From an optimization exercise on the open Yosys and OpenROAD flow, aimed at small area, a short achievable clock period and few clock cycles; shortcuts taken in it are not production practice.
Function was checked by simulation only, so behaviour that the tests miss may differ from the original.
Power and IR drop assume default switching activity.

==> flow/design.v (outline; a module is shown in full before it is edited, if it fits) <==
// module mac_dot: 1526 lines
// module mac_fa: 4 lines
// module mac_ha: 4 lines
// module mac_hai: 4 lines
// module mac_ppn: 3 lines
// module mac_ppa: 3 lines
// module mac_top: 94 lines
module mac_top (
    input  logic         CLK,
    input  logic         RSTN,
    input  logic [11:0]  mnt_i,        
    input  logic         start_i,
    output logic         done_o,
    output logic [3:0]   w_rd_o,       
    input  logic [63:0]  w_rdata_i,    
    output logic [3:0]   i_rd_o,       
    input  logic [63:0]  i_rdata_i,    
    output logic [68:0]  o_wr_o        
);
  // ...
==> flow/flow/run.sh <==
#!/bin/bash
# The standard layout with two changes:
#  - the smallest buffer on every port (repair_timing upsizes the ones on
#    critical paths)
#  - a clock tree of fewer, larger leaf clusters and no dummy loads
bash standard.sh \
  "BUFFER_PORTS_ARGS=-buffer_cell sky130_fd_sc_hd__buf_1" \
  "CTS_ARGS=-sink_clustering_enable -sink_clustering_size 24 -sink_clustering_max_diameter 80 -buf_list {sky130_fd_sc_hd__clkbuf_8 sky130_fd_sc_hd__clkbuf_16} -dont_use_dummy_load -repair_clock_nets" \
  finish > standard.log 2>&1
==> flow/standard.sh <==
#!/bin/bash
# synth_recipe.tcl (not shown) runs the flow's synth.tcl, then flattens the netlist and writes it again
# the make line also repeats each setting of config.mk as NAME=value (left out here)
make -C /OpenROAD-flow-scripts/flow DESIGN_CONFIG=/design/flow/config.mk WORK_HOME=/design/flow/orfs CLKGATE_MAP_FILE= SYNTH_SCRIPT=/design/flow/synth_recipe.tcl "${@:-finish}"
==> flow/config.mk <==
export PLATFORM = sky130hd
export DESIGN_NAME = mac_top
export DESIGN_NICKNAME = mac_top
export VERILOG_FILES = /design/flow/design.v
export SDC_FILE = /design/flow/constraint.sdc
export NUM_CORES = 4
export LEC_CHECK = 0
export CAP_MARGIN = 20
export CORE_MARGIN = 2
export CORE_UTILIZATION = 30
export SETUP_SLACK_MARGIN = 3.1
export SLEW_MARGIN = 20
export SYNTH_HIERARCHICAL = 1
==> flow/constraint.sdc <==
create_clock -name core_clock -period 5.5 [get_ports {CLK}]
set_input_delay 1.1000 -clock core_clock [delete_from_list [all_inputs] [get_ports {CLK}]]
set_output_delay 1.1000 -clock core_clock [all_outputs]
set_load 0.01 [all_outputs]
==> run summary, run 1 <==
Hold WS=0.321 ns; DR pass1 iterations=5; status=no timing/DRC/antenna violations; Distinct cells, synth=53; Peak VDD IR=0.321 mV; Clock Power=0.00116 W; post-layout util=0.362; fraction of area in multi-input gates=0.525; top cell type's share of synthesized area=0.365; fmax=approximately 410 MHz; RSZ-0062 raised after global routing=true; Cells after Synth=970; crit path launch=dot_inst.c636_q2; Initial Utilization=0.304; most common cell after layout, fill and taps aside=dfxtp_1; # H-tree levels=1; placement-stage cell area=about 14000 um2; HP Class=flip-flop to flip-flop; tap cells=roughly 530; Synth Area in XOR/XNOR=0.0236; Multi-input gate area=between 7000 and 8000 um2; Post-Synth Simple-Gate Area=0.161; compound-cell area share of the yosys netlist=0.0230; FF-to-FF End=acc_q[63]; DR WL met3=3.05 mm; pwr/cell area=581 nW/um2; critical path start-end classification=flip-flop to flip-flop
Testbench counts, summed over its fixed seeds: cycles 5,706.
==> run 2, diff against run 1 <==
--- a/flow/config.mk
+++ b/flow/config.mk
@@ -7,7 +7,7 @@
 export LEC_CHECK = 0
 export CAP_MARGIN = 20
 export CORE_MARGIN = 2
-export CORE_UTILIZATION = 30
-export SETUP_SLACK_MARGIN = 3.1
+export CORE_UTILIZATION = 36
+export SETUP_SLACK_MARGIN = 3.0
 export SLEW_MARGIN = 20
 export SYNTH_HIERARCHICAL = 1
==> run 2 against run 1 <==
  * Register-to-register slack improved by 0.07 ns
  * Sequential power barely moved
  * Die area fell by 16%
  * Still clean
  * Sequential share of layout area rose by 1.2 points
  * Largest cell class unchanged
  * Critical path depth fell by 1
  * Wire length fell by 4.8%
  * Largest power group unchanged
  * Final cell count fell by 6.0%
  * Cell area fell by 3.6%
  * Core utilization rose by 6.1 points
  * Synthesized area did not move
  * Maximum frequency fell by 5.3%
==> run summary, run 2 <==
Post-Syn Area=12400 um2 (unchanged); clock root cell=clkbuf_16 (unchanged); post-CTS setup buffer count=0 (was 3); DR vias=8043 (was 8218); synth top area cells=dfxtp_1 (36%), fa_1 (36%), nand3_1 (8.3%) (unchanged); Die ar.=36000 um2 (was 43000 um2); Overflow after GRT=0 (unchanged); Final GP Congestion=0.901 (was 0.883); Post-DP HPWL=24.8 mm (was 25.4 mm); Tot GR Track Use=0.176 (was 0.151); fin crit share=0.474 (was 0.449); number of synthesized flops with an enable pin=0 (unchanged); Period minus WS final=2.61 ns (was 2.47 ns); Setup violations, final=0 (unchanged); IO Pins=221 (unchanged); Worst Tran Pin Value=0.846 ns (was 0.884 ns); Commonest cells post-synth=dfxtp_1 (226), fa_1 (224), nand3_1 (206) (unchanged); RSZ-0062 raised after global routing=true (unchanged); Max Cap Viol=0 (unchanged); CTS tree=yes (unchanged); residual DRC count=0 (unchanged); CTS Buf Count=16 (was 18); max reg flops=64 (unchanged); Post-DRT Antenna Nets=0 (unchanged); FP Rows=67 (was 74); Peak VDD IR=0.288 mV (was 0.321 mV); Fill cells=3259 (was 4000); Yosys top cell by area=dfxtp_1 (unchanged); vias per cell=5.10 (was 4.89); Reg with most FFs=acc_q (unchanged); global-route wire length before repair=48.6 mm (was 50.6 mm); Slew Limit Fails=0 (unchanged); DR pass1 iterations=5 (unchanged); Pleak=5.39 nW (was 5.58 nW); share of cells above drive strength 1=0.142 (was 0.192); Clock Pin Slew Worst Setup and Hold Paths=0.09 ns (about the same); commonest cells after routing, fill and taps aside=dfxtp_1 (221), nand3_1 (201), fa_1 (178) (was dfxtp_1 (217), nand3_1 (189), fa_1 (170)); post-synthesis register bit count=238 (unchanged); Setup crit end kind=flip-flop (unchanged); average cell area after synthesis=12.8 um2 (unchanged); final wirelength=31.1 mm (was 32.7 mm); FFs w/ async S/R, synth=0.0504 (unchanged); Ys Warns=8 (unchanged); vias in the first global route=8353 (was 8775); highest routed layer=met5 (was met4); CP peak stage delay=0.52 ns (was 0.55 ns); Core Region=33700 um2 (was 40800 um2); top cell type's share of synthesized area=0.365 (unchanged); ANT cells=0 (unchanged); Nets=1522 (was 1539); CP Max Fanout=8 (was 5); cts hold-fix bufs=0 (unchanged); Critical Path AT=2.98 ns (was 2.87 ns); critical path start-end classification=input pin to flip-flop (was flip-flop to flip-flop); fmax=384 MHz (was 405 MHz); drt wl/cell=19.7 um (was 19.5 um); Initial Utilization=0.368 (was 0.304); Max-slew headroom=0.436 (was 0.411); pin count of the biggest net entering global routing=65 (unchanged); crit path max-delay cell type=fa_1 (unchanged); buffers plus inverters on the worst setup path=1 (was 0); Port Buf Inserts=150 (unchanged); Crit path top cell by count=fa_1 (unchanged); reg-to-reg setup timing slack=3.10 ns (was 3.03 ns); initial antenna violation count=1 (was 0); most common cell after layout, fill and taps aside=dfxtp_1 (unchanged); die width=190 um (was 207 um); # H-tree levels=1 (unchanged); final hold vios=0 (unchanged); DR WL met3=3.26 mm (was 3.05 mm); clock skew=0.0652 ns (was 0.0450 ns); Distinct cells, synth=53 (unchanged); register area share after synthesis=0.389 (unchanged); clock latency on the worst-skew pair=0.51 ns (was 0.52 ns); delay-heaviest family, CP=adder cells (unchanged); TNS Setup=0 ns (unchanged); Final Non-Filler Cells=1578 (was 1679); critical-path cell list=buf_1, nand3_1, fa_1, fa_2, fa_1 (was fa_1, fa_1, ha_4, and4_4, o41ai_2, xnor2_2); CTS sink count=238 (unchanged); startpoint class of the critical path=input pin (was flip-flop); pwr/cell area=579 nW/um2 (was 581 nW/um2); Area Overhead vs Synth=14.9% (was 19.2%); Primary FF master, synth=dfxtp_1 (unchanged); CP Data Required Time=5.87 ns (was 5.90 ns); Die H=190 um (was 207 um); Cells after Synth=970 (unchanged); most common cell in the netlist=dfxtp_1 (unchanged); placed insts=1562 (was 1646); HP Class=flip-flop to flip-flop (unchanged); metal2 WL=13.6 mm (was 14.7 mm); Regs by FF count=acc_q x64, mask_q x4 (unchanged); status=no timing/DRC/antenna violations (unchanged); routed length on met1=13.6 mm (was 13.9 mm); Max clock buf depth=3 (unchanged); DRT iter0 DRCs=492 (was 639)
## run 2: cells by family after synthesis
| kind of cell | count (synthesis) | share of synthesized area |
|---|---|---|
| xor gates and xnor gates | 31 | 0.0236 |
| other | 2 | 0.000605 |
| and+or+nand+nor | 360 | 0.161 |
| AOI/OAI and AO/OA | 42 | 0.0230 |
| muxes | 2 | 0.00171 |
| buffers and inverters | 48 | 0.0161 |
| DFF | 238 | 0.389 |
| adders and majority gates | 247 | 0.385 |
## run 2: final timing paths
kind,from,endpoint,cells past startpoint
max,w_rdata_i[32],dot_inst.s405_q1,5
min,wl_q[1],wl_q[2],0
max reg2reg,mask_q[0],dot_inst.s405_q1,5
min reg2reg,wl_q[1],wl_q[2],0
max in group asynchronous,RSTN,row_q[0],1
min in group asynchronous,RSTN,done_q,1
## run 2: timing repair
action | 4_1_cts | 5_1_grt
setup endpoints to repair | 16 | 16
pin swaps | 0 | 2
gates cloned | 0 | 0
gates resized for setup | 52 | 24
## run 2: power breakdown
part           total [W]  switching [W]  internal, W  leakage [nW]
Clock            0.00108       0.000561     0.000519         0.197
Combinational    0.00433        0.00233      0.00200          3.15
Sequential       0.00284       0.000376      0.00246          2.04
## run 2: area by class of cell
cell class,count,area [um2],area share
multi-input cells,686,7640,0.536
flip-flops and latches,238,4840,0.339
repair buffers,154,684,0.0480
well taps,448,561,0.0393
clock buffers,16,400,0.0281
inverters,36,135,0.00948
## run 2: Yosys stat by module (local to each module, per instance)
module,flip-flops and latches,copies in the design,cells
mac_dot,152,1,238
mac_fa,0,223,1
mac_ppn,0,200,1
mac_top,86,1,222
mac_ppa,0,56,1
mac_hai,0,6,5
mac_ha,0,1,1
## run 2: metrics by stage
stage	utilization	setup WS (ns)	hold WS, ns	area, um2	power, W
floorplan	-	2.92	0.310	12600	0.00564
detailed placement	0.406	2.24	0.312	13700	0.00694
global placement	0.406	2.24	0.314	13700	0.00685
global route	0.423	2.91	0.321	14300	0.00906
finish	0.423	2.89	0.310	14300	0.00825
CTS	0.420	2.93	0.306	14200	0.00810
## run 2: layer usage
layer	up-vias	global-route usage
li1	3562	-
met1	4057	0.247
met2	381	0.274
met3	41	0.0481
met4	2	0.0397
met5	-	0
==> run 3, diff against run 2 <==
--- a/flow/config.mk
+++ b/flow/config.mk
@@ -7,7 +7,8 @@
 export LEC_CHECK = 0
 export CAP_MARGIN = 20
 export CORE_MARGIN = 2
-export CORE_UTILIZATION = 36
+export CORE_UTILIZATION = 30
 export SETUP_SLACK_MARGIN = 3.0
 export SLEW_MARGIN = 20
 export SYNTH_HIERARCHICAL = 1
+export TNS_END_PERCENT = 5
==> run 3 against run 2 <==
  * Highest routed layer unchanged
  * Clock power increased by 12%
  * Worst hold slack improved by 0.012 ns
  * Maximum frequency grew 1.2%
  * Via count is 0.97% higher
  * Synthesized area did not move
  * Worst setup slack better by 0.032 ns
  * Final cell count rose by 5.6%
==> run summary, run 3 <==
Worst Tran Pin Value=0.895 ns (was 0.846 ns); CP Max Fanout=8 (unchanged); CTS tree=yes (unchanged); Cells after Synth=970 (unchanged); CP Data Required Time=5.88 ns (was 5.87 ns); clock skew=0.0534 ns (was 0.0652 ns); critical path start-end classification=input pin to flip-flop (unchanged); Max clock buf depth=3 (unchanged); met3 Usage GRT=0.0352 (was 0.0481); ANT cells=0 (unchanged); # H-tree levels=1 (unchanged); TNS Setup=0 ns (unchanged); Pleak=5.43 nW (was 5.39 nW); pwr/cell area=591 nW/um2 (was 579 nW/um2); residual DRC count=0 (unchanged); final hold vios=0 (unchanged); clock root cell=clkbuf_16 (unchanged); Yosys top cell by area=dfxtp_1 (unchanged); commonest cells after routing, fill and taps aside=dfxtp_1 (221), nand3_1 (204), fa_1 (186) (was dfxtp_1 (221), nand3_1 (201), fa_1 (178)); CTS sink count=238 (unchanged); Setup crit end kind=flip-flop (unchanged); synth top area cells=dfxtp_1 (36%), fa_1 (36%), nand3_1 (8.3%) (unchanged); Peak VDD IR=0.320 mV (was 0.288 mV); global routing's busiest layer=met2 (unchanged); number of synthesized flops with an enable pin=0 (unchanged); Core Region=40800 um2 (was 33700 um2); pin count of the biggest net entering global routing=65 (unchanged); total power draw=0.00853 W (was 0.00825 W); DR vias=8121 (was 8043); average cell area after synthesis=12.8 um2 (unchanged); Reg with most FFs=acc_q (unchanged); FP Rows=74 (was 67); most common cell after layout, fill and taps aside=dfxtp_1 (unchanged); Post-DP HPWL=25.4 mm (was 24.8 mm); post-layout util=0.353 (was 0.423); top cell type's share of synthesized area=0.365 (unchanged); Post-DRT Antenna Nets=0 (unchanged); Port Buf Inserts=150 (unchanged); vias per cell=4.87 (was 5.10); met2 Use GR=0.236 (was 0.274); DR pass1 iterations=5 (unchanged); Clock Pin Slew Worst Setup and Hold Paths=0.09 ns (about the same); Slew Limit Fails=0 (unchanged); Distinct cells, synth=53 (unchanged); hold depth=0 (unchanged); final wirelength=32.9 mm (was 31.1 mm); Commonest cells post-synth=dfxtp_1 (226), fa_1 (224), nand3_1 (206) (unchanged); DRT iter0 DRCs=590 (was 492); drt wl/cell=19.8 um (was 19.7 um); Nets=1527 (was 1522); Fill cells=4015 (was 3259); cells on worst reg2reg path=4 (was 5); CTS Buf Count=19 (was 16); fmax=389 MHz (was 384 MHz); Area Overhead vs Synth=16.2% (was 14.9%); Setup violations, final=0 (unchanged); RSZ-0062 raised after global routing=true (unchanged); global-route wire length before repair=50.5 mm (was 48.6 mm); Ys Warns=8 (unchanged); Final GP Congestion=0.912 (was 0.901); Overflow after GRT=0 (unchanged); Critical Path AT=2.95 ns (was 2.98 ns); Die H=207 um (was 190 um); die width=207 um (was 190 um); startpoint class of the critical path=input pin (unchanged); Max-slew headroom=0.404 (was 0.436); register area share after synthesis=0.389 (unchanged); status=no timing/DRC/antenna violations (unchanged); vias in the first global route=8623 (was 8353); most common cell in the netlist=dfxtp_1 (unchanged); Tot GR Track Use=0.151 (was 0.176); Post-Syn Area=12400 um2 (unchanged); initial antenna violation count=1 (unchanged); Primary FF master, synth=dfxtp_1 (unchanged); Period minus WS final=2.57 ns (was 2.61 ns); HP Class=flip-flop to flip-flop (unchanged); Die ar.=43000 um2 (was 36000 um2); fin crit share=0.468 (was 0.474); max reg flops=64 (unchanged); post-synthesis register bit count=238 (unchanged); IO Pins=221 (unchanged); Initial Utilization=0.304 (was 0.368); share of cells above drive strength 1=0.136 (was 0.142); Max Cap Viol=0 (unchanged); Regs by FF count=acc_q x64, mask_q x4 (unchanged); clock latency on the worst-skew pair=0.51 ns (about the same); GR met1 Demand/Resource=0.208 (was 0.247); FFs w/ async S/R, synth=0.0504 (unchanged)
run 3: changes by cell type in the layout (fill, tap and decap cells not counted), moves of 2 or more:
cell | previous run | this run
a21oi_2 | 0 | 3
buf_2 | 44 | 42
nand3_1 | 201 | 204
fa_2 | 46 | 38
clkbuf_16 | 16 | 19
ha_2 | 0 | 2
buf_4 | 0 | 2
and3_4 | 6 | 3
a21oi_1 | 13 | 10
and3_1 | 50 | 53
fa_1 | 178 | 186
nand3_2 | 5 | 2
run 3: worst paths after layout:
kind	from	end	slack (ns)
max in group asynchronous	RSTN	wen_q	4.44
min reg2reg	first_q[1]	first_q[2]	0.32
max reg2reg	dot_inst.c428_q1	dot_inst.s667_q2	3.05
min in group asynchronous	RSTN	done_q	0.62
min	first_q[1]	first_q[2]	0.32
max	w_rdata_i[63]	dot_inst.s491_q1	2.93
run 3: critical path, stage by stage:
cell and delay (ns):
buf_1 0.29, and3_1 0.28, fa_2 0.35, fa_2 0.40, fa_1 0.54
run 3: what timing repair did:
item | in CTS | in global routing
pin swaps | 3 | 3
resized for setup | 49 | 23
endpoints found under the setup margin | 26 | 17
hold buffers | 0 | 0
setup buffers | 0 | 2
gates cloned | 0 | 0
run 3: layout make-up:
type	instances	area (um2)	area share
multi-input combinational	686	7590	0.527
timing repair buffer	156	711	0.0493
tap	532	666	0.0462
clock buffer	19	475	0.0330
inverter	36	135	0.00937
sequential	238	4840	0.336
run 3: through the flow:
stage,setup slack [ns],cells,hold slack (ns),area [um2]
floorplan,2.92,972,0.310,12500
global placement,2.25,1646,0.315,13700
detailed placement,2.25,1646,0.314,13700
CTS,2.94,1665,0.325,14300
global route,2.94,1667,0.338,14400
finish,2.93,1667,0.322,14400
run 3: modules after synthesis, one instance, submodules excluded, excerpt:
module	times used	flops+latches	cells inside	cell area, um2
mac_hai	6	0	5	27.5
mac_ha	1	0	1	12.5
mac_fa	223	0	1	20.0
mac_ppa	56	0	1	6.26
mac_dot	1	152	238	3710
mac_ppn	200	0	1	5.00
run 3: cell families (layout without fill, tap and decap cells):
group	after synthesis	in the layout	share of synthesized area
and+or+nand+nor	360	360	0.161
adders and majority gates	247	247	0.385
DFF	238	238	0.389
buffers and inverters	48	211	0.0161
AOI/OAI and AO/OA	42	42	0.0230
xor gates and xnor gates	31	31	0.0236
other	2	4	0.000605
muxes	2	2	0.00171
run 3: report_power, final:
part | leakage (nW) | switching [W] | internal (W)
Clock | 0.234 | 0.000597 | 0.000610
Combinational | 3.16 | 0.00246 | 0.00201
Sequential | 2.04 | 0.000392 | 0.00247
run 3: metal layers:
metal,vias up,share of wire
met2,387,0.45
met3,71,0.093
li1,3574,-
met1,4087,0.43
met4,2,0.027
met5,-,0.00030
==> run 4, diff against run 3 <==
--- a/flow/config.mk
+++ b/flow/config.mk
@@ -11,4 +11,3 @@
 export SETUP_SLACK_MARGIN = 3.0
 export SLEW_MARGIN = 20
 export SYNTH_HIERARCHICAL = 1
-export TNS_END_PERCENT = 5
==> run 4 against run 3 <==
  * Worst hold slack hardly changed
  * Non-clock buffer count is 2 lower
  * Synthesized cell count unchanged
  * Core utilization is 0.12 points lower
  * Via count grew 0.66%
  * Critical path depth unchanged
  * Maximum frequency up 3.5%
  * Register-to-register slack worse by 0.02 ns
  * Worst setup slack gained 0.086 ns
  * Largest power group unchanged
==> run summary, run 4 <==
number of synthesized flops with an enable pin=0 (unchanged); drt wl/cell=19.7 um (was 19.8 um); Nets=1523 (was 1527); FF-to-FF End=acc_q[63] (was dot_inst.s667_q2); Die H=207 um (unchanged); vias in the first global route=8699 (was 8623); FP Rows=74 (unchanged); fmax=402 MHz (was 389 MHz); most common cell in the netlist=dfxtp_1 (unchanged); critical path start-end classification=input pin to flip-flop (unchanged); CTS Buf Count=17 (was 19); WHS Endpoint=first_q[1] (was first_q[2]); Setup crit end kind=flip-flop (unchanged); Overflow after GRT=0 (unchanged); Commonest cells post-synth=dfxtp_1 (226), fa_1 (224), nand3_1 (206) (unchanged); final wirelength=32.8 mm (was 32.9 mm); die width=207 um (unchanged); residual DRC count=0 (unchanged); Final Cell Area=14400 um2 (about the same); RSZ-0062 raised after global routing=true (unchanged); CP peak stage delay=0.51 ns (was 0.54 ns); Final Non-Filler Cells=1663 (was 1667); clock skew=0.0782 ns (was 0.0534 ns); global-route wire length before repair=51.1 mm (was 50.5 mm); post-CTS setup buffer count=0 (unchanged); average cell area after synthesis=12.8 um2 (unchanged); CTS sink count=238 (unchanged); final hold vios=0 (unchanged); routed length on met1=14.0 mm (was 14.3 mm); reg-to-reg setup timing slack=3.03 ns (was 3.05 ns); max reg flops=64 (unchanged); Final GP Congestion=0.874 (was 0.912); Crit path top cell by count=fa_2 (unchanged); HP Class=flip-flop to flip-flop (unchanged); ANT cells=0 (unchanged); Hold WS=0.321 ns (was 0.322 ns); Ys Warns=8 (unchanged); Hold Startpoint=first_q[0] (was first_q[1]); Slew Limit Fails=0 (unchanged); placement-stage cell area=13800 um2 (was 13700 um2); Port Buf Inserts=150 (unchanged); pin count of the biggest net entering global routing=65 (unchanged); Area Overhead vs Synth=15.8% (was 16.2%); CP Data Required Time=5.88 ns (about the same); placed insts=1646 (unchanged); Regs by FF count=acc_q x64, mask_q x4 (unchanged); CTS tree=yes (unchanged); FFs w/ async S/R, synth=0.0504 (unchanged); post-synthesis register bit count=238 (unchanged); register area share after synthesis=0.389 (unchanged); total power draw=0.00824 W (was 0.00853 W); vias per cell=4.92 (was 4.87); Distinct cells, synth=53 (unchanged); hold depth=0 (unchanged); share of cells above drive strength 1=0.149 (was 0.136); Post-DRT Antenna Nets=0 (unchanged); # H-tree levels=1 (unchanged); Peak VDD IR=0.323 mV (was 0.320 mV); CP Max Fanout=8 (unchanged); Max clock buf depth=3 (unchanged); critical-path cell list=buf_1, and3_1, fa_2, fa_2, fa_1 (unchanged); cells on worst reg2reg path=6 (was 4); pwr/cell area=574 nW/um2 (was 591 nW/um2); Core Region=40800 um2 (unchanged); IO Pins=221 (unchanged); commonest cells after routing, fill and taps aside=dfxtp_1 (221), nand3_1 (200), fa_1 (178) (was dfxtp_1 (221), nand3_1 (204), fa_1 (186)); highest routed layer=met4 (was met5); Clock Pin Slew Worst Setup and Hold Paths=0.09 ns (about the same); DR WL met3=3.33 mm (was 3.07 mm); Reg with most FFs=acc_q (unchanged); DRT iter0 DRCs=532 (was 590); fin crit share=0.452 (was 0.468); Post-DP HPWL=25.6 mm (was 25.4 mm); RR Startpoint=dot_inst.c636_q2 (was dot_inst.c428_q1); Worst Tran Pin Value=0.846 ns (was 0.895 ns); Max-slew headroom=0.436 (was 0.404); TNS Setup=0 ns (unchanged); Pleak=5.41 nW (was 5.43 nW); Tot GR Track Use=0.154 (was 0.151); DR vias=8175 (was 8121); top cell type's share of synthesized area=0.365 (unchanged); crit path max-delay cell type=fa_1 (unchanged); Die ar.=43000 um2 (unchanged); cts hold-fix bufs=0 (unchanged); Primary FF master, synth=dfxtp_1 (unchanged); clock latency on the worst-skew pair=0.51 ns (about the same); Cells after Synth=970 (unchanged); Critical Path AT=2.87 ns (was 2.95 ns); status=no timing/DRC/antenna violations (unchanged); Post-Syn Area=12400 um2 (unchanged); most common cell after layout, fill and taps aside=dfxtp_1 (unchanged); startpoint class of the critical path=input pin (unchanged); clock root cell=clkbuf_16 (unchanged); DR pass1 iterations=5 (unchanged); initial antenna violation count=0 (was 1); Yosys top cell by area=dfxtp_1 (unchanged); synth top area cells=dfxtp_1 (36%), fa_1 (36%), nand3_1 (8.3%) (unchanged); Initial Utilization=0.304 (unchanged); metal2 WL=14.3 mm (was 14.7 mm); Setup violations, final=0 (unchanged); Period minus WS final=2.49 ns (was 2.57 ns); Max Cap Viol=0 (unchanged)
-- run 4: worst max path at each step --
stage                             to             start  cells after the start
finish              dot_inst.s491_q1     i_rdata_i[39]                      5
detailed placement  dot_inst.s405_q1     i_rdata_i[35]                      5
global placement    dot_inst.s405_q1     w_rdata_i[37]                      5
floorplan           dot_inst.s405_q1     i_rdata_i[32]                      4
CTS                 dot_inst.s405_q1     i_rdata_i[49]                      5
global route               acc_q[63]  dot_inst.c636_q2                      7
-- run 4: logic make-up (layout without fill, tap and decap cells) --
group | count (synthesis) | in the layout | share of synthesized area
and+or+nand+nor | 360 | 360 | 0.161
adders and majority gates | 247 | 247 | 0.385
DFF | 238 | 238 | 0.389
buffers and inverters | 48 | 207 | 0.0161
AOI/OAI and AO/OA | 42 | 42 | 0.0230
xor gates and xnor gates | 31 | 31 | 0.0236
other | 2 | 4 | 0.000605
muxes | 2 | 2 | 0.00171
-- run 4: modules after synthesis (local to each module, per instance) --
module | times used | cells inside
mac_hai | 6 | 5
mac_ppn | 200 | 1
mac_ha | 1 | 1
mac_fa | 223 | 1
mac_top | 1 | 222
mac_dot | 1 | 238
mac_ppa | 56 | 1
-- run 4: critical path, delay by kind of cell --
kind                       cells  cell delay, ns
adders and majority gates      3            1.26
buffers and inverters          1            0.23
and+or+nand+nor                1            0.27
-- run 4: where the power goes --
part	leakage (nW)	switching, W	internal (W)
Clock	0.209	0.000574	0.000549
Sequential	2.04	0.000381	0.00246
Combinational	3.16	0.00233	0.00194
Total	5.41	0.00329	0.00495
-- run 4: final cells by class --
type                            instances  area, um2
Tap cell                              532        666
Inverter                               36        135
Fill cell                            3984      26500
Timing Repair Buffer                  154        701
Multi-Input combinational cell        686       7610
Clock buffer                           17        425
Sequential cell                       238       4840
-- run 4: metrics by stage --
stage	worst slack, ns	utilization
final	3.01	0.352
after global routing	2.93	0.352
after CTS	2.99	0.350
after detailed placement	2.16	0.337
after global placement	2.17	0.337
after floorplan	2.92	-
-- run 4: repair_timing --
| item | in CTS | in global routing |
|---|---|---|
| endpoints found under the setup margin | 31 | 7 |
| resized for setup | 64 | 19 |
| pin swaps | 3 | 2 |
-- run 4: per-layer routing --
layer	track usage	vias to the layer above
li1	-	3562
met1	0.210	4097
met2	0.238	427
met3	0.0377	89
met4	0.0542	0
met5	0	-
==> run 5, diff against run 4 <==
--- a/flow/config.mk
+++ b/flow/config.mk
@@ -8,6 +8,7 @@
 export CAP_MARGIN = 20
 export CORE_MARGIN = 2
 export CORE_UTILIZATION = 30
+export PLACE_DENSITY = 0.75
 export SETUP_SLACK_MARGIN = 3.0
 export SLEW_MARGIN = 20
 export SYNTH_HIERARCHICAL = 1
==> run 5 against run 4 <==
  * Still clean on timing, DRC and antenna
  * Final cell count is the same
  * Sequential share of layout area shrank 0.13 points
  * Synthesized cell count is the same
  * Die area is the same
  * Flip-flop and latch count is the same
  * Register-to-register slack is essentially flat
  * Combinational power grew 11%
  * Global-route usage is essentially flat
  * Sequential power is essentially flat
  * Count of clock-buffer cells in the layout shrank 2
  * Synthesized area is the same
  * First-iteration DRC count grew 81%
==> run summary, run 5 <==
IO Pins=221 (unchanged); RSZ-0062 raised after global routing=true (unchanged); Area Overhead vs Synth=16.5% (was 15.8%); global-route wire length before repair=52.0 mm (was 51.1 mm); ANT cells=0 (unchanged); FP Rows=74 (unchanged); final wirelength=33.9 mm (was 32.8 mm); drt wl/cell=20.4 um (was 19.7 um); crit path max-delay cell type=fa_1 (unchanged); CTS sink count=238 (unchanged); FFs w/ async S/R, synth=0.0504 (unchanged); HP Class=flip-flop to flip-flop (unchanged); Max-slew headroom=0.426 (was 0.436); CTS tree=yes (unchanged); Yosys top cell by area=dfxtp_1 (unchanged); post-synthesis register bit count=238 (unchanged); # H-tree levels=1 (unchanged); crit path launch=w_rdata_i[51] (was i_rdata_i[39]); fmax=396 MHz (was 402 MHz); vias in the first global route=8830 (was 8699); Peak VDD IR=0.327 mV (was 0.323 mV); Period minus WS final=2.52 ns (was 2.49 ns); DR pass1 iterations=8 (was 5); Reg with most FFs=acc_q (unchanged); Ys Warns=8 (unchanged); TNS Setup=0 ns (unchanged); Crit path top cell by count=fa_2 (unchanged); clock root cell=clkbuf_16 (unchanged); Crit path depth=5 (unchanged); die width=207 um (unchanged); Max Cap Viol=0 (unchanged); Worst setup endpoint=dot_inst.s491_q1 (unchanged); Core Region=40800 um2 (unchanged); Pleak=5.43 nW (was 5.41 nW); max reg flops=64 (unchanged); DRT iter0 DRCs=965 (was 532); initial antenna violation count=0 (unchanged); final hold vios=0 (unchanged); Slew Limit Fails=0 (unchanged); critical-path cell list=buf_2, nand3_1, fa_2, fa_2, fa_1 (was buf_1, and3_1, fa_2, fa_2, fa_1); average cell area after synthesis=12.8 um2 (unchanged); Overflow after GRT=0 (unchanged); CP Data Required Time=5.84 ns (was 5.88 ns); Post-DP HPWL=25.6 mm (about the same); Max clock buf depth=3 (unchanged); residual DRC count=0 (unchanged); vias per cell=5.09 (was 4.92); RR Startpoint=dot_inst.c636_q2 (unchanged); reg-to-reg setup timing slack=3.04 ns (was 3.03 ns); buffers plus inverters on the worst setup path=1 (unchanged); Nets=1523 (unchanged); startpoint class of the critical path=input pin (unchanged); Commonest cells post-synth=dfxtp_1 (226), fa_1 (224), nand3_1 (206) (unchanged); Die ar.=43000 um2 (unchanged); Worst Tran Pin Value=0.861 ns (was 0.846 ns); Cells after Synth=970 (unchanged); Distinct cells, synth=53 (unchanged); clock skew=0.0512 ns (was 0.0782 ns); Setup violations, final=0 (unchanged); most common cell in the netlist=dfxtp_1 (unchanged); Post-Syn Area=12400 um2 (unchanged); pin count of the biggest net entering global routing=65 (unchanged); share of cells above drive strength 1=0.154 (was 0.149); Tot GR Track Use=0.154 (about the same); DR vias=8460 (was 8175); Hold Startpoint=first_q[0] (unchanged); Regs by FF count=acc_q x64, mask_q x4 (unchanged); FF-to-FF End=acc_q[63] (unchanged); Primary FF master, synth=dfxtp_1 (unchanged); critical path start-end classification=input pin to flip-flop (unchanged); fin crit share=0.459 (was 0.452); Final GP Congestion=0.904 (was 0.874); Initial Utilization=0.304 (unchanged); cts hold-fix bufs=0 (unchanged); commonest cells after routing, fill and taps aside=dfxtp_1 (220), nand3_1 (201), fa_1 (178) (was dfxtp_1 (221), nand3_1 (200), fa_1 (178)); register area share after synthesis=0.389 (unchanged); most common cell after layout, fill and taps aside=dfxtp_1 (unchanged); Fill cells=3951 (was 3984); Clock Pin Slew Worst Setup and Hold Paths=0.09 ns (about the same); Port Buf Inserts=150 (unchanged); Critical Path AT=2.86 ns (was 2.87 ns); Post-DRT Antenna Nets=0 (unchanged); delay-heaviest family, CP=adder cells (unchanged); CP Max Fanout=8 (unchanged); cells on worst reg2reg path=6 (unchanged); CTS Buf Count=15 (was 17); synth top area cells=dfxtp_1 (36%), fa_1 (36%), nand3_1 (8.3%) (unchanged); Hold WS=0.335 ns (was 0.321 ns); top cell type's share of synthesized area=0.365 (unchanged); clock latency on the worst-skew pair=0.50 ns (was 0.51 ns); Setup crit end kind=flip-flop (unchanged); pwr/cell area=599 nW/um2 (was 574 nW/um2); status=no timing/DRC/antenna violations (unchanged); Die H=207 um (unchanged); number of synthesized flops with an enable pin=0 (unchanged); CP peak stage delay=0.52 ns (was 0.51 ns)
run 5: how the worst min path moves through the flow:
| stage | end | slack, ns | cells past startpoint |
|---|---|---|---|
| 3_5_place_dp | dot_inst.s257_q1_q2 | 0.31 | 0 |
| 3_3_place_gp | dot_inst.pp65_q1_q2 | 0.31 | 0 |
| 6_report | first_q[1] | 0.33 | 0 |
| 4_1_cts | dot_inst.s257_q1_q2 | 0.34 | 0 |
| 2_1_floorplan | dot_inst.pp65_q1_q2 | 0.31 | 0 |
| 5_1_grt | dot_inst.s263_q1_q2 | 0.34 | 0 |
run 5: per-module statistics from Yosys (local to each module, per instance):
module	cell area (um2)	copies in the design
mac_ppn	5.00	200
mac_ha	12.5	1
mac_fa	20.0	223
mac_hai	27.5	6
mac_top	2710	1
mac_dot	3710	1
mac_ppa	6.26	56
run 5: layout make-up:
cell class / instances / area (um2) / area share
tap: 532 / 666 / 0.0461
inverter: 36 / 135 / 0.00935
clock buffer: 15 / 375 / 0.0260
sequential: 238 / 4840 / 0.335
multi-input combinational: 686 / 7690 / 0.532
timing repair buffer: 156 / 739 / 0.0512
run 5: per-layer routing:
layer,track usage,part of all wire,vias to the layer above
li1,-,-,3565
met1,0.206,0.40,4196
met2,0.247,0.45,613
met3,0.0378,0.12,86
met4,0.0441,0.031,0
met5,0,0,-
run 5: timing repair:
item | 4_1_cts | 5_1_grt
setup endpoints to repair | 35 | 8
setup buffers | 1 | 3
resized for setup | 73 | 15
pin swaps | 5 | 5
run 5: kinds of logic after synthesis:
| group | after synthesis | synth area share |
|---|---|---|
| AND/OR/NAND/NOR | 360 | 0.161 |
| adder cells (fa/ha/maj) | 247 | 0.385 |
| flip-flops | 238 | 0.389 |
| buffers and inverters | 48 | 0.0161 |
| AO/OA/AOI/OAI | 42 | 0.0230 |
| XOR/XNOR | 31 | 0.0236 |
| other | 2 | 0.000605 |
| multiplexers | 2 | 0.00171 |
run 5: report_power, final:
group          internal [W]  leakage [nW]  switching (W)  total [W]
Clock              0.000488         0.185       0.000568    0.00106
Sequential          0.00246          2.04       0.000398    0.00286
Combinational       0.00219          3.20        0.00255    0.00474
run 5: stage by stage:
step / util / total power [W] / cells / setup slack, ns / cell area, um2
2_1_floorplan: - / 0.00564 / 972 / 2.92 / 12600
3_3_place_gp: 0.337 / 0.00698 / 1644 / 2.21 / 13800
3_5_place_dp: 0.337 / 0.00713 / 1644 / 2.20 / 13800
4_1_cts: 0.350 / 0.00862 / 1660 / 2.98 / 14300
5_1_grt: 0.354 / 0.00943 / 1663 / 2.97 / 14400
6_report: 0.354 / 0.00865 / 1663 / 2.98 / 14400
==> run 6, diff against run 5 <==
--- a/flow/config.mk
+++ b/flow/config.mk
@@ -8,7 +8,7 @@
 export CAP_MARGIN = 20
 export CORE_MARGIN = 2
 export CORE_UTILIZATION = 30
-export PLACE_DENSITY = 0.75
+export PLACE_DENSITY = 0.45
 export SETUP_SLACK_MARGIN = 3.0
 export SLEW_MARGIN = 20
 export SYNTH_HIERARCHICAL = 1
==> run 6 against run 5 <==
  * Still clean
  * Worst setup slack worse by 0.056 ns
  * Sequential power about the same
  * Flip-flop and latch count unchanged
  * Non-clock buffer count up 2
  * Highest routed layer unchanged
==> run summary, run 6 <==
drt wl/cell=20.8 um (was 20.4 um); reg-to-reg setup timing slack=3.08 ns (was 3.04 ns); Initial Utilization=0.304 (unchanged); average cell area after synthesis=12.8 um2 (unchanged); Final GP Congestion=0.863 (was 0.904); placed insts=1646 (was 1644); post-synthesis register bit count=238 (unchanged); startpoint class of the critical path=input pin (unchanged); die width=207 um (unchanged); Worst Tran Pin Value=0.928 ns (was 0.861 ns); Ys Warns=8 (unchanged); most common cell after layout, fill and taps aside=dfxtp_1 (unchanged); Post-DRT Antenna Nets=0 (unchanged); Max clock buf depth=3 (unchanged); FF-to-FF End=dot_inst.s405_q1 (was acc_q[63]); ANT cells=0 (unchanged); DRT iter0 DRCs=445 (was 965); Overflow after GRT=0 (unchanged); HP Class=flip-flop to flip-flop (unchanged); Clock Pin Slew Worst Setup and Hold Paths=0.08 ns (was 0.09 ns); most common cell in the netlist=dfxtp_1 (unchanged); synth top area cells=dfxtp_1 (36%), fa_1 (36%), nand3_1 (8.3%) (unchanged); TNS Setup=0 ns (unchanged); critical-path cell list=buf_1, nand3_1, fa_2, fa_2, fa_1 (was buf_2, nand3_1, fa_2, fa_2, fa_1); clock power share=0.139 (was 0.122); Nets=1528 (was 1523); DR vias=8039 (was 8460); vias in the first global route=8514 (was 8830); clock skew=0.0357 ns (was 0.0512 ns); Max Cap Viol=0 (unchanged); Post-Syn Area=12400 um2 (unchanged); pin count of the biggest net entering global routing=65 (unchanged); fmax=388 MHz (was 396 MHz); pwr/cell area=571 nW/um2 (was 599 nW/um2); DR pass1 iterations=4 (was 8); residual DRC count=0 (unchanged); critical path start-end classification=input pin to flip-flop (unchanged); Sequential Power Share=0.347 (was 0.331); combinational share of power=0.514 (was 0.547); CP Data Required Time=5.86 ns (was 5.84 ns); vias per cell=4.82 (was 5.09); cells on worst reg2reg path=5 (was 6); Die ar.=43000 um2 (unchanged); Die H=207 um (unchanged); max reg flops=64 (unchanged); crit path max-delay cell type=fa_1 (unchanged); WHS Endpoint=first_q[2] (was first_q[1]); CP peak stage delay=0.47 ns (was 0.52 ns); FFs w/ async S/R, synth=0.0504 (unchanged); Post-DP HPWL=26.7 mm (was 25.6 mm); Area Overhead vs Synth=16.5% (about the same); clock root cell=clkbuf_16 (unchanged); commonest cells after routing, fill and taps aside=dfxtp_1 (221), nand3_1 (201), fa_1 (178) (was dfxtp_1 (220), nand3_1 (201), fa_1 (178)); Setup violations, final=0 (unchanged); initial antenna violation count=0 (unchanged); Slew Limit Fails=0 (unchanged); Reg with most FFs=acc_q (unchanged); Critical Path AT=2.94 ns (was 2.86 ns); Distinct cells, synth=53 (unchanged); clock latency on the worst-skew pair=0.51 ns (was 0.50 ns); FP Rows=74 (unchanged); Cells after Synth=970 (unchanged); CTS sink count=238 (unchanged); RSZ-0062 raised after global routing=true (unchanged); buffers plus inverters on the worst setup path=1 (unchanged); Tot GR Track Use=0.156 (was 0.154); Primary FF master, synth=dfxtp_1 (unchanged); Period minus WS final=2.58 ns (was 2.52 ns); Setup crit end kind=flip-flop (unchanged); RR Startpoint=mask_q[3] (was dot_inst.c636_q2); final hold vios=0 (unchanged); Regs by FF count=acc_q x64, mask_q x4 (unchanged); Max-slew headroom=0.381 (was 0.426); top cell type's share of synthesized area=0.365 (unchanged); internal power=0.00500 W (was 0.00514 W); # H-tree levels=1 (unchanged); global-route wire length before repair=51.5 mm (was 52.0 mm); Core Region=40800 um2 (unchanged); CTS tree=yes (unchanged); PnR worst setup slack=2.92 ns (was 2.98 ns); Port Buf Inserts=150 (unchanged); share of cells above drive strength 1=0.152 (was 0.154); sw frac=0.394 (was 0.406); status=no timing/DRC/antenna violations (unchanged); Psw=0.00325 W (was 0.00352 W); delay-heaviest family, CP=adder cells (unchanged); total power draw=0.00825 W (was 0.00865 W); Hold Startpoint=first_q[1] (was first_q[0]); Yosys top cell by area=dfxtp_1 (unchanged); Commonest cells post-synth=dfxtp_1 (226), fa_1 (224), nand3_1 (206) (unchanged); Crit path top cell by count=fa_2 (unchanged); number of synthesized flops with an enable pin=0 (unchanged); final wirelength=34.7 mm (was 33.9 mm); post-place setup slack=2.21 ns (was 2.20 ns); register area share after synthesis=0.389 (unchanged); hold depth=0 (unchanged); Fill cells=4047 (was 3951); CTS Buf Count=18 (was 15); fin crit share=0.469 (was 0.459); CP Max Fanout=8 (unchanged); Peak VDD IR=0.234 mV (was 0.327 mV); Final Non-Filler Cells=1668 (was 1663); Pleak=5.46 nW (was 5.43 nW); IO Pins=221 (unchanged); cts hold-fix bufs=0 (unchanged)
## run 6: worst max path at each step
stage | startpoint | to | slack (ns) | depth (start not counted)
final | i_rdata_i[48] | dot_inst.s405_q1 | 2.92 | 5
after global routing | dot_inst.c572_q2 | acc_q[60] | 2.93 | 7
after CTS | w_rdata_i[33] | dot_inst.s405_q1 | 2.93 | 5
after detailed placement | i_rdata_i[36] | dot_inst.s511_q1 | 2.21 | 5
after global placement | w_rdata_i[61] | dot_inst.s491_q1 | 2.19 | 5
after floorplan | i_rdata_i[32] | dot_inst.s405_q1 | 2.92 | 4
## run 6: area by class of cell
cell class	instances	area, um2	share of cell area
clock buffer	18	450	0.0312
tap	532	666	0.0461
multi-input combinational	686	7610	0.527
sequential	238	4840	0.335
inverter	36	135	0.00935
timing repair buffer	158	748	0.0518
## run 6: repair_timing
action | 4_1_cts | 5_1_grt
cloned | 0 | 0
setup buffers | 0 | 4
resized for setup | 62 | 18
pin swaps | 2 | 4
endpoints found under the setup margin | 45 | 9
## run 6: logic make-up (layout without fill, tap and decap cells)
kind of cell | after synthesis | in the layout | share of synthesized area
fa+ha+maj | 247 | 247 | 0.385
compound gates | 42 | 42 | 0.0230
flops | 238 | 238 | 0.389
xor+xnor | 31 | 31 | 0.0236
simple gates | 360 | 360 | 0.161
buf+inv | 48 | 212 | 0.0161
other cells | 2 | 4 | 0.000605
mux | 2 | 2 | 0.00171
## run 6: metal layers
metal | GRT usage | share of wire | up-vias | routed length, um
li1 | - | - | 3569 | -
met1 | 0.221 | 0.47 | 4064 | 16200
met2 | 0.244 | 0.44 | 339 | 15200
met3 | 0.0284 | 0.068 | 67 | 2370
met4 | 0.0466 | 0.027 | 0 | 935
met5 | 0 | 0 | - | 0
## run 6: per-module statistics from Yosys, one instance, submodules excluded, excerpt
module	flops+latches	area (um2)	cells inside
mac_ha	0	12.5	1
mac_ppn	0	5.00	1
mac_top	86	2710	222
mac_hai	0	27.5	5
mac_fa	0	20.0	1
mac_dot	152	3710	238
## run 6: through the flow
step                 util  hold slack, ns  instance area, um2
floorplan               -           0.310               12600
global placement    0.337           0.313               13800
detailed placement  0.337           0.312               13800
CTS                 0.351           0.325               14300
global route        0.354           0.326               14400
finish              0.354           0.322               14400
## run 6: power groups by stage
| stage | registers, W | clock network (W) | logic (W) |
|---|---|---|---|
| 2_1_floorplan | 0.00291 | 0 | 0.00272 |
| 3_3_place_gp | 0.00291 | 0 | 0.00411 |
| 3_5_place_dp | 0.00292 | 0 | 0.00414 |
| 4_1_cts | 0.00288 | 0.00122 | 0.00432 |
| 5_1_grt | 0.00295 | 0.00126 | 0.00484 |
| 6_report | 0.00286 | 0.00115 | 0.00424 |
==> run 7, diff against run 6 <==
--- a/flow/config.mk
+++ b/flow/config.mk
@@ -5,10 +5,10 @@
 export SDC_FILE = /design/flow/constraint.sdc
 export NUM_CORES = 4
 export LEC_CHECK = 0
+export ABC_AREA = 1
 export CAP_MARGIN = 20
 export CORE_MARGIN = 2
 export CORE_UTILIZATION = 30
-export PLACE_DENSITY = 0.45
 export SETUP_SLACK_MARGIN = 3.0
 export SLEW_MARGIN = 20
 export SYNTH_HIERARCHICAL = 1
==> run 7 against run 6 <==
  * Wire length fell by 1.7%
  * Worst setup slack improved by 0.092 ns
  * Clock power about the same
  * Clock skew increased by 0.030 ns
  * Synthesized cell count up 29%
  * Critical path depth is the same
==> run summary, run 7 <==
status=no timing/DRC/antenna violations (unchanged); FP Rows=76 (was 74); startpoint class of the critical path=input pin (unchanged); Tot GR Track Use=0.154 (was 0.156); Initial Utilization=0.305 (was 0.304); clock latency on the worst-skew pair=0.52 ns (was 0.51 ns); critical-path cell list=buf_1, nand3_1, fa_2, fa_2, fa_1 (unchanged); Yosys top cell by area=dfxtp_1 (unchanged); vias in the first global route=9559 (was 8514); initial antenna violation count=1 (was 0); clock skew=0.0652 ns (was 0.0357 ns); Overflow after GRT=0 (unchanged); Hold WS=0.330 ns (was 0.322 ns); Psw=0.00339 W (was 0.00325 W); CP Data Required Time=5.89 ns (was 5.86 ns); CTS tree=yes (unchanged); FFs w/ async S/R, synth=0.0504 (unchanged); IO Pins=221 (unchanged); Critical Path AT=2.88 ns (was 2.94 ns); Max clock buf depth=3 (unchanged); delay-heaviest family, CP=adder cells (unchanged); Clock Pin Slew Worst Setup and Hold Paths=0.07 ns (was 0.08 ns); Sequential Power Share=0.326 (was 0.347); CTS sink count=238 (unchanged); fin crit share=0.452 (was 0.469); Nets=1808 (was 1528); post-layout util=0.353 (was 0.354); Setup crit end kind=flip-flop (unchanged); most common cell in the netlist=dfxtp_1 (unchanged); ANT cells=0 (unchanged); Peak VDD IR=0.381 mV (was 0.234 mV); Hold Startpoint=first_q[1] (unchanged); Regs by FF count=acc_q x64, mask_q x4 (unchanged); Setup violations, final=0 (unchanged); Final GP Congestion=0.901 (was 0.863); HP Class=flip-flop to flip-flop (unchanged); TNS Setup=0 ns (unchanged); commonest cells after routing, fill and taps aside=dfxtp_1 (221), nand3_1 (210), inv_1 (183) (was dfxtp_1 (221), nand3_1 (201), fa_1 (178)); Area Overhead vs Synth=15.7% (was 16.5%); Port Buf Inserts=150 (unchanged); Post-DRT Antenna Nets=0 (unchanged); vias per cell=4.58 (was 4.82); synth top area cells=dfxtp_1 (34%), fa_1 (34%), nand3_1 (8.2%) (was dfxtp_1 (36%), fa_1 (36%), nand3_1 (8.3%)); Commonest cells post-synth=dfxtp_1 (226), fa_1 (224), nand3_1 (216) (was dfxtp_1 (226), fa_1 (224), nand3_1 (206)); WHS Endpoint=first_q[2] (unchanged); Max-slew headroom=0.435 (was 0.381); DR vias=9169 (was 8039); cells on worst reg2reg path=4 (was 5); Multi-input gate area=7820 um2 (was 7610 um2); pwr/cell area=530 nW/um2 (was 571 nW/um2); Fill cells=4339 (was 4047); RR Startpoint=dot_inst.c332_q1 (was mask_q[3]); CTS Buf Count=18 (unchanged); average cell area after synthesis=10.6 um2 (was 12.8 um2); cts hold-fix bufs=0 (unchanged); Post-Syn Area=13200 um2 (was 12400 um2); CP peak stage delay=0.42 ns (was 0.47 ns); DRT iter0 DRCs=660 (was 445); FF-to-FF End=dot_inst.s601_q2 (was dot_inst.s405_q1); Die H=214 um (was 207 um); number of synthesized flops with an enable pin=0 (unchanged); register area share after synthesis=0.366 (was 0.389); buffers plus inverters on the worst setup path=1 (unchanged); Cells after Synth=1248 (was 970); crit path max-delay cell type=fa_1 (unchanged); Core Region=43300 um2 (was 40800 um2); # H-tree levels=1 (unchanged); CP Max Fanout=8 (unchanged); Die ar.=45700 um2 (was 43000 um2); reg-to-reg setup timing slack=3.06 ns (was 3.08 ns); Pleak=6.55 nW (was 5.46 nW); fmax=402 MHz (was 388 MHz); share of cells above drive strength 1=0.168 (was 0.152); FF+latch area=4840 um2 (unchanged); Ys Warns=8 (unchanged); final wirelength=34.1 mm (was 34.7 mm); hold depth=0 (unchanged); Post-DP HPWL=27.2 mm (was 26.7 mm); die width=214 um (was 207 um); residual DRC count=0 (unchanged); clock power share=0.143 (was 0.139); RSZ-0062 raised after global routing=true (unchanged); DR pass1 iterations=5 (was 4); post-synthesis register bit count=238 (unchanged); Primary FF master, synth=dfxtp_1 (unchanged); Reg with most FFs=acc_q (unchanged); pin count of the biggest net entering global routing=65 (unchanged); clock root cell=clkbuf_16 (unchanged); internal power=0.00471 W (was 0.00500 W); Period minus WS final=2.49 ns (was 2.58 ns); drt wl/cell=17.0 um (was 20.8 um); most common cell after layout, fill and taps aside=dfxtp_1 (unchanged); sw frac=0.418 (was 0.394); Worst Tran Pin Value=0.848 ns (was 0.928 ns); critical path start-end classification=input pin to flip-flop (unchanged); global-route wire length before repair=53.5 mm (was 51.5 mm); top cell type's share of synthesized area=0.343 (was 0.365); max reg flops=64 (unchanged); combinational share of power=0.530 (was 0.514); Max Cap Viol=0 (unchanged); Crit path top cell by count=fa_2 (unchanged); Distinct cells, synth=32 (was 53); Slew Limit Fails=0 (unchanged); final hold vios=0 (unchanged)
==> run 7: cell types whose count changed in the layout (fill, tap and decap cells not counted), moves of 11 or more <==
cell	previous run	this run
nand2_1	6	155
nor2_2	0	62
nand2_2	0	11
nor2b_1	50	0
inv_1	35	183
nor2_1	15	62
and3_1	50	0
==> run 7: power groups by stage <==
| stage | registers [W] | logic (W) | clock network, W |
|---|---|---|---|
| final | 0.00264 | 0.00429 | 0.00116 |
| after global routing | 0.00271 | 0.00501 | 0.00128 |
| after CTS | 0.00265 | 0.00420 | 0.00122 |
| after detailed placement | 0.00270 | 0.00418 | 0 |
| after global placement | 0.00268 | 0.00411 | 0 |
| after floorplan | 0.00272 | 0.00280 | 0 |
==> run 7: worst max path at each step <==
stage | startpoint | to | slack [ns] | cells past startpoint
after floorplan | i_rdata_i[37] | dot_inst.s491_q1 | 2.94 | 4
after global placement | i_rdata_i[37] | dot_inst.s405_q1 | 2.29 | 5
after detailed placement | w_rdata_i[62] | dot_inst.s491_q1 | 2.27 | 5
after CTS | w_rdata_i[48] | dot_inst.s437_q1 | 3.00 | 5
after global routing | dot_inst.c636_q2 | acc_q[60] | 2.96 | 9
final | w_rdata_i[57] | dot_inst.s405_q1 | 3.01 | 5
==> run 7: area by class of cell <==
cell class,count,area share
flip-flops and latches,238,0.317
multi-input cells,814,0.512
clock buffers,18,0.0295
inverters,188,0.0465
repair buffers,158,0.0476
well taps,585,0.0479
==> run 7: modules after synthesis (local to each module, per instance), a selection <==
module   cells inside  flip-flops and latches  cell area [um2]  copies in the design
mac_ppn             1                       0             5.00                   200
mac_hai             5                       0             27.5                     6
mac_fa              1                       0             20.0                   223
mac_ha              1                       0             12.5                     1
mac_dot           319                     152             3980                     1
mac_top           307                      86             2810                     1
==> run 7: logic make-up after synthesis <==
logic type / share of synthesized area
AO/OA/AOI/OAI: 0.00540
adder cells (fa/ha/maj): 0.362
XOR/XNOR: 0.0126
AND/OR/NAND/NOR: 0.196
buffers and inverters: 0.0584
other: 0.000569
flip-flops: 0.366
==> run 7: routing by layer <==
layer,global-route usage,vias up,part of all wire
li1,-,4163,-
met1,0.206,4519,0.43
met2,0.248,410,0.45
met3,0.0334,75,0.087
met4,0.0489,2,0.027
met5,0,-,0.00038
==> run 7: stage by stage <==
step / power (W) / instances / setup WS, ns / cell area (um2)
after floorplan: 0.00552 / 1250 / 2.94 / 13400
after global placement: 0.00679 / 1980 / 2.29 / 14600
after detailed placement: 0.00687 / 1980 / 2.27 / 14600
after CTS: 0.00808 / 2000 / 3.00 / 15200
after global routing: 0.00900 / 2001 / 2.96 / 15300
final: 0.00809 / 2001 / 3.01 / 15300
==> run 7: what timing repair did <==
action / 4_1_cts / 5_1_grt
buffers inserted: 2 / 1
pin swaps: 0 / 1
resized for setup: 42 / 22
setup endpoints to repair: 44 / 17
==> run 8, diff against run 7 <==
==> flow/flow/run.sh (replaced) <==
#!/bin/bash
# The standard layout with two changes:
#  - the smallest buffer on every port (repair_timing upsizes the ones on
#    critical paths)
#  - a clock tree of fewer, larger leaf clusters and no dummy loads
bash standard.sh \
  "BUFFER_PORTS_ARGS=-buffer_cell sky130_fd_sc_hd__buf_1" \
  "CTS_ARGS=-sink_clustering_enable -sink_clustering_size 18 -sink_clustering_max_diameter 60 -buf_list {sky130_fd_sc_hd__clkbuf_8} -dont_use_dummy_load -repair_clock_nets" \
  finish > standard.log 2>&1
--- a/flow/config.mk
+++ b/flow/config.mk
@@ -5,7 +5,6 @@
 export SDC_FILE = /design/flow/constraint.sdc
 export NUM_CORES = 4
 export LEC_CHECK = 0
-export ABC_AREA = 1
 export CAP_MARGIN = 20
 export CORE_MARGIN = 2
 export CORE_UTILIZATION = 30
==> run 8 against run 7 <==
  * Still clean
  * Global-route usage barely moved
  * Critical path depth did not move
  * Worst setup slack got worse by 0.00095 ns
  * Cell area fell by 6.5%
  * Clock skew rose by 0.027 ns
  * Core utilization fell by 0.33 points
  * Total power rose by 1.5%
==> run summary, run 8 <==
status=no timing/DRC/antenna violations (unchanged); Nets=1530 (was 1808); startpoint class of the critical path=input pin (unchanged); Tot GR Track Use=0.154 (about the same); Reg with most FFs=acc_q (unchanged); Multi-input gate area=7640 um2 (was 7820 um2); Period minus WS final=2.49 ns (about the same); DRT iter0 DRCs=586 (was 660); fin crit share=0.452 (about the same); Ys Warns=8 (unchanged); Die H=207 um (was 214 um); Clock Pin Slew Worst Setup and Hold Paths=0.10 ns (was 0.07 ns); Cells after Synth=970 (was 1248); Max clock buf depth=3 (unchanged); HP Class=flip-flop to flip-flop (unchanged); Setup crit end kind=flip-flop (unchanged); DR vias=8184 (was 9169); clock latency on the worst-skew pair=0.58 ns (was 0.52 ns); cts hold-fix bufs=0 (unchanged); Worst Tran Pin Value=0.830 ns (was 0.848 ns); CP Max Fanout=8 (unchanged); total power draw=0.00821 W (was 0.00809 W); DR pass1 iterations=5 (unchanged); Post-DP HPWL=25.6 mm (was 27.2 mm); critical-path cell list=buf_1, nand3_1, fa_2, fa_2, fa_1 (unchanged); # H-tree levels=1 (unchanged); die width=207 um (was 214 um); Max-slew headroom=0.447 (was 0.435); Pleak=5.37 nW (was 6.55 nW); vias per cell=4.90 (was 4.58); Distinct cells, synth=53 (was 32); crit path max-delay cell type=fa_1 (unchanged); most common cell in the netlist=dfxtp_1 (unchanged); max reg flops=64 (unchanged); Port Buf Inserts=150 (unchanged); Hold WS=0.297 ns (was 0.330 ns); final wirelength=32.9 mm (was 34.1 mm); Slew Limit Fails=0 (unchanged); Initial Utilization=0.304 (was 0.305); Regs by FF count=acc_q x64, mask_q x4 (unchanged); clock skew=0.0919 ns (was 0.0652 ns); Critical Path AT=2.94 ns (was 2.88 ns); Setup violations, final=0 (unchanged); vias in the first global route=8730 (was 9559); Core Region=40800 um2 (was 43300 um2); delay-heaviest family, CP=adder cells (unchanged); Max Cap Viol=0 (unchanged); ANT cells=0 (unchanged); Crit path top cell by count=fa_2 (unchanged); buffers plus inverters on the worst setup path=1 (unchanged); final hold vios=0 (unchanged); fmax=402 MHz (about the same); register area share after synthesis=0.389 (was 0.366); Primary FF master, synth=dfxtp_1 (unchanged); TNS Setup=0 ns (unchanged); drt wl/cell=19.7 um (was 17.0 um); commonest cells after routing, fill and taps aside=dfxtp_1 (221), nand3_1 (201), fa_1 (178) (was dfxtp_1 (221), nand3_1 (210), inv_1 (183)); CTS sink count=238 (unchanged); Die ar.=43000 um2 (was 45700 um2); initial antenna violation count=0 (was 1); number of synthesized flops with an enable pin=0 (unchanged); Final GP Congestion=0.874 (was 0.901); pin count of the biggest net entering global routing=65 (unchanged); critical path start-end classification=input pin to flip-flop (unchanged); CP peak stage delay=0.49 ns (was 0.42 ns); average cell area after synthesis=12.8 um2 (was 10.6 um2); FF+latch area=4840 um2 (about the same); FFs w/ async S/R, synth=0.0504 (unchanged); Fill cells=3997 (was 4339); FP Rows=74 (was 76); Area Overhead vs Synth=15.1% (was 15.7%); CTS tree=yes (unchanged); Yosys top cell by area=dfxtp_1 (unchanged); Peak VDD IR=0.323 mV (was 0.381 mV); pwr/cell area=575 nW/um2 (was 530 nW/um2); top cell type's share of synthesized area=0.365 (was 0.343); IO Pins=221 (unchanged); clock root cell=clkbuf_8 (was clkbuf_16); Commonest cells post-synth=dfxtp_1 (226), fa_1 (224), nand3_1 (206) (was dfxtp_1 (226), fa_1 (224), nand3_1 (216)); post-synthesis register bit count=238 (unchanged); RSZ-0062 raised after global routing=true (unchanged); Overflow after GRT=0 (unchanged); Post-DRT Antenna Nets=0 (unchanged); most common cell after layout, fill and taps aside=dfxtp_1 (unchanged); Final Cell Area=14300 um2 (was 15300 um2); global-route wire length before repair=51.1 mm (was 53.5 mm); share of cells above drive strength 1=0.152 (was 0.168); CTS Buf Count=23 (was 18); CP Data Required Time=5.95 ns (was 5.89 ns); residual DRC count=0 (unchanged); synth top area cells=dfxtp_1 (36%), fa_1 (36%), nand3_1 (8.3%) (was dfxtp_1 (34%), fa_1 (34%), nand3_1 (8.2%)); Post-Syn Area=12400 um2 (was 13200 um2); placement-stage cell area=13800 um2 (was 14600 um2)
## run 8: cell types whose count changed after synthesis, moves of 9 or more
cell	before	now
nor2b_1	0	50
and3_1	0	56
nor2_1	64	15
nand3_1	216	206
inv_1	183	35
nor2_2	60	0
a21oi_1	5	14
nand2_2	9	0
nand2_1	157	6
## run 8: worst paths after layout
path	endpoint	start	slack, ns	depth (start not counted)
worst max-delay path	dot_inst.s437_q1	w_rdata_i[46]	3.01	5
worst min-delay path	wl_q[1]	wl_q[0]	0.30	0
worst max register to register	acc_q[63]	dot_inst.c638_q2	3.03	6
worst min register to register	wl_q[1]	wl_q[0]	0.30	0
max in group asynchronous	busy_q	RSTN	4.44	1
min in group asynchronous	row_q[0]	RSTN	0.58	1
## run 8: cells by family (layout without fill, tap and decap cells)
| logic type | after synthesis | in the layout | share of synthesized area |
|---|---|---|---|
| mux | 2 | 2 | 0.00171 |
| simple gates | 360 | 360 | 0.161 |
| fa+ha+maj | 247 | 247 | 0.385 |
| buf+inv | 48 | 214 | 0.0161 |
| xor+xnor | 31 | 31 | 0.0236 |
| flops | 238 | 238 | 0.389 |
| other cells | 2 | 4 | 0.000605 |
| compound gates | 42 | 42 | 0.0230 |
## run 8: area by class of cell
| cell class | instances | area share |
|---|---|---|
| clock buffers | 23 | 0.0222 |
| inverters | 36 | 0.00946 |
| multi-input cells | 686 | 0.535 |
| flip-flops and latches | 238 | 0.339 |
| well taps | 532 | 0.0466 |
| repair buffers | 155 | 0.0484 |
## run 8: metal layers
layer | vias to the layer above | global-route usage | share of wire
li1 | 3573 | - | -
met1 | 4083 | 0.209 | 0.43
met2 | 431 | 0.235 | 0.43
met3 | 97 | 0.0439 | 0.11
met4 | 0 | 0.0537 | 0.035
met5 | - | 0 | 0
## run 8: what timing repair did
| item | 4_1_cts | 5_1_grt |
|---|---|---|
| resized for setup | 44 | 33 |
| pin swaps | 3 | 3 |
| endpoints found under the setup margin | 33 | 13 |
| cloned | 0 | 0 |
| buffers inserted | 0 | 1 |
## run 8: through the flow
stage | utilization | worst slack, ns | cells
floorplan | - | 2.92 | 972
global placement | 0.337 | 2.17 | 1646
detailed placement | 0.337 | 2.16 | 1646
CTS | 0.347 | 2.97 | 1669
global route | 0.350 | 2.93 | 1670
finish | 0.350 | 3.01 | 1670
## run 8: Yosys stat by module, one instance, submodules excluded
module,copies in the design,flip-flops and latches,cells,cell area (um2)
mac_ha,1,0,1,12.5
mac_ppa,56,0,1,6.26
mac_top,1,86,222,2710
mac_fa,223,0,1,20.0
mac_dot,1,152,238,3710
mac_ppn,200,0,1,5.00
mac_hai,6,0,5,27.5
## run 8: power by group
part | leakage (nW) | total [W] | switching, W | internal (W)
logic | 3.16 | 0.00445 | 0.00242 | 0.00202
registers | 2.04 | 0.00284 | 0.000374 | 0.00246
clock network | 0.165 | 0.000927 | 0.000555 | 0.000372

re-timing with driven ports:
In the flow no input, the clock included, has a driving cell. The finished layouts below were timed again as built, in two steps.
Step 1 assumes that a clkbuf_16 drives the clock port and a buf_2 every other input.
Step 2 also shifts input and output timing later by t, the mid clock arrival at the registers, as if the neighbouring blocks saw the same clock.
a / b / c = ideal / step 1 / step 2; a / b = the first two.
run	t (ns)	slack for setup (ns)	latest minus earliest clock arrival (ns)	slew at the worst register clock pin (ns)	cell pins on the clock port's net
run 1	0.545	3.033 / 3.033 / 2.563	0.045 / 0.045	0.09 / 0.09	1
run 2	0.526	2.895 / 2.920 / 2.394	0.069 / 0.069	0.09 / 0.09	1
run 3	0.533	2.926 / 2.924 / 2.391	0.055 / 0.056	0.10 / 0.10	1
run 4	0.523	3.012 / 3.027 / 2.503	0.079 / 0.079	0.09 / 0.09	1
run 5	0.526	2.977 / 2.993 / 2.467	0.062 / 0.063	0.10 / 0.10	1
run 6	0.536	2.922 / 2.947 / 2.411	0.037 / 0.037	0.09 / 0.09	1
run 7	0.537	3.014 / 3.036 / 2.499	0.065 / 0.065	0.09 / 0.09	1
run 8	0.580	3.013 / 3.028 / 2.451	0.103 / 0.104	0.11 / 0.11	1
After both steps every run listed still meets setup and hold. For run 8, which loses most, drivers alone change the setup slack by +0.015 ns; drivers and shift together by -0.562 ns.
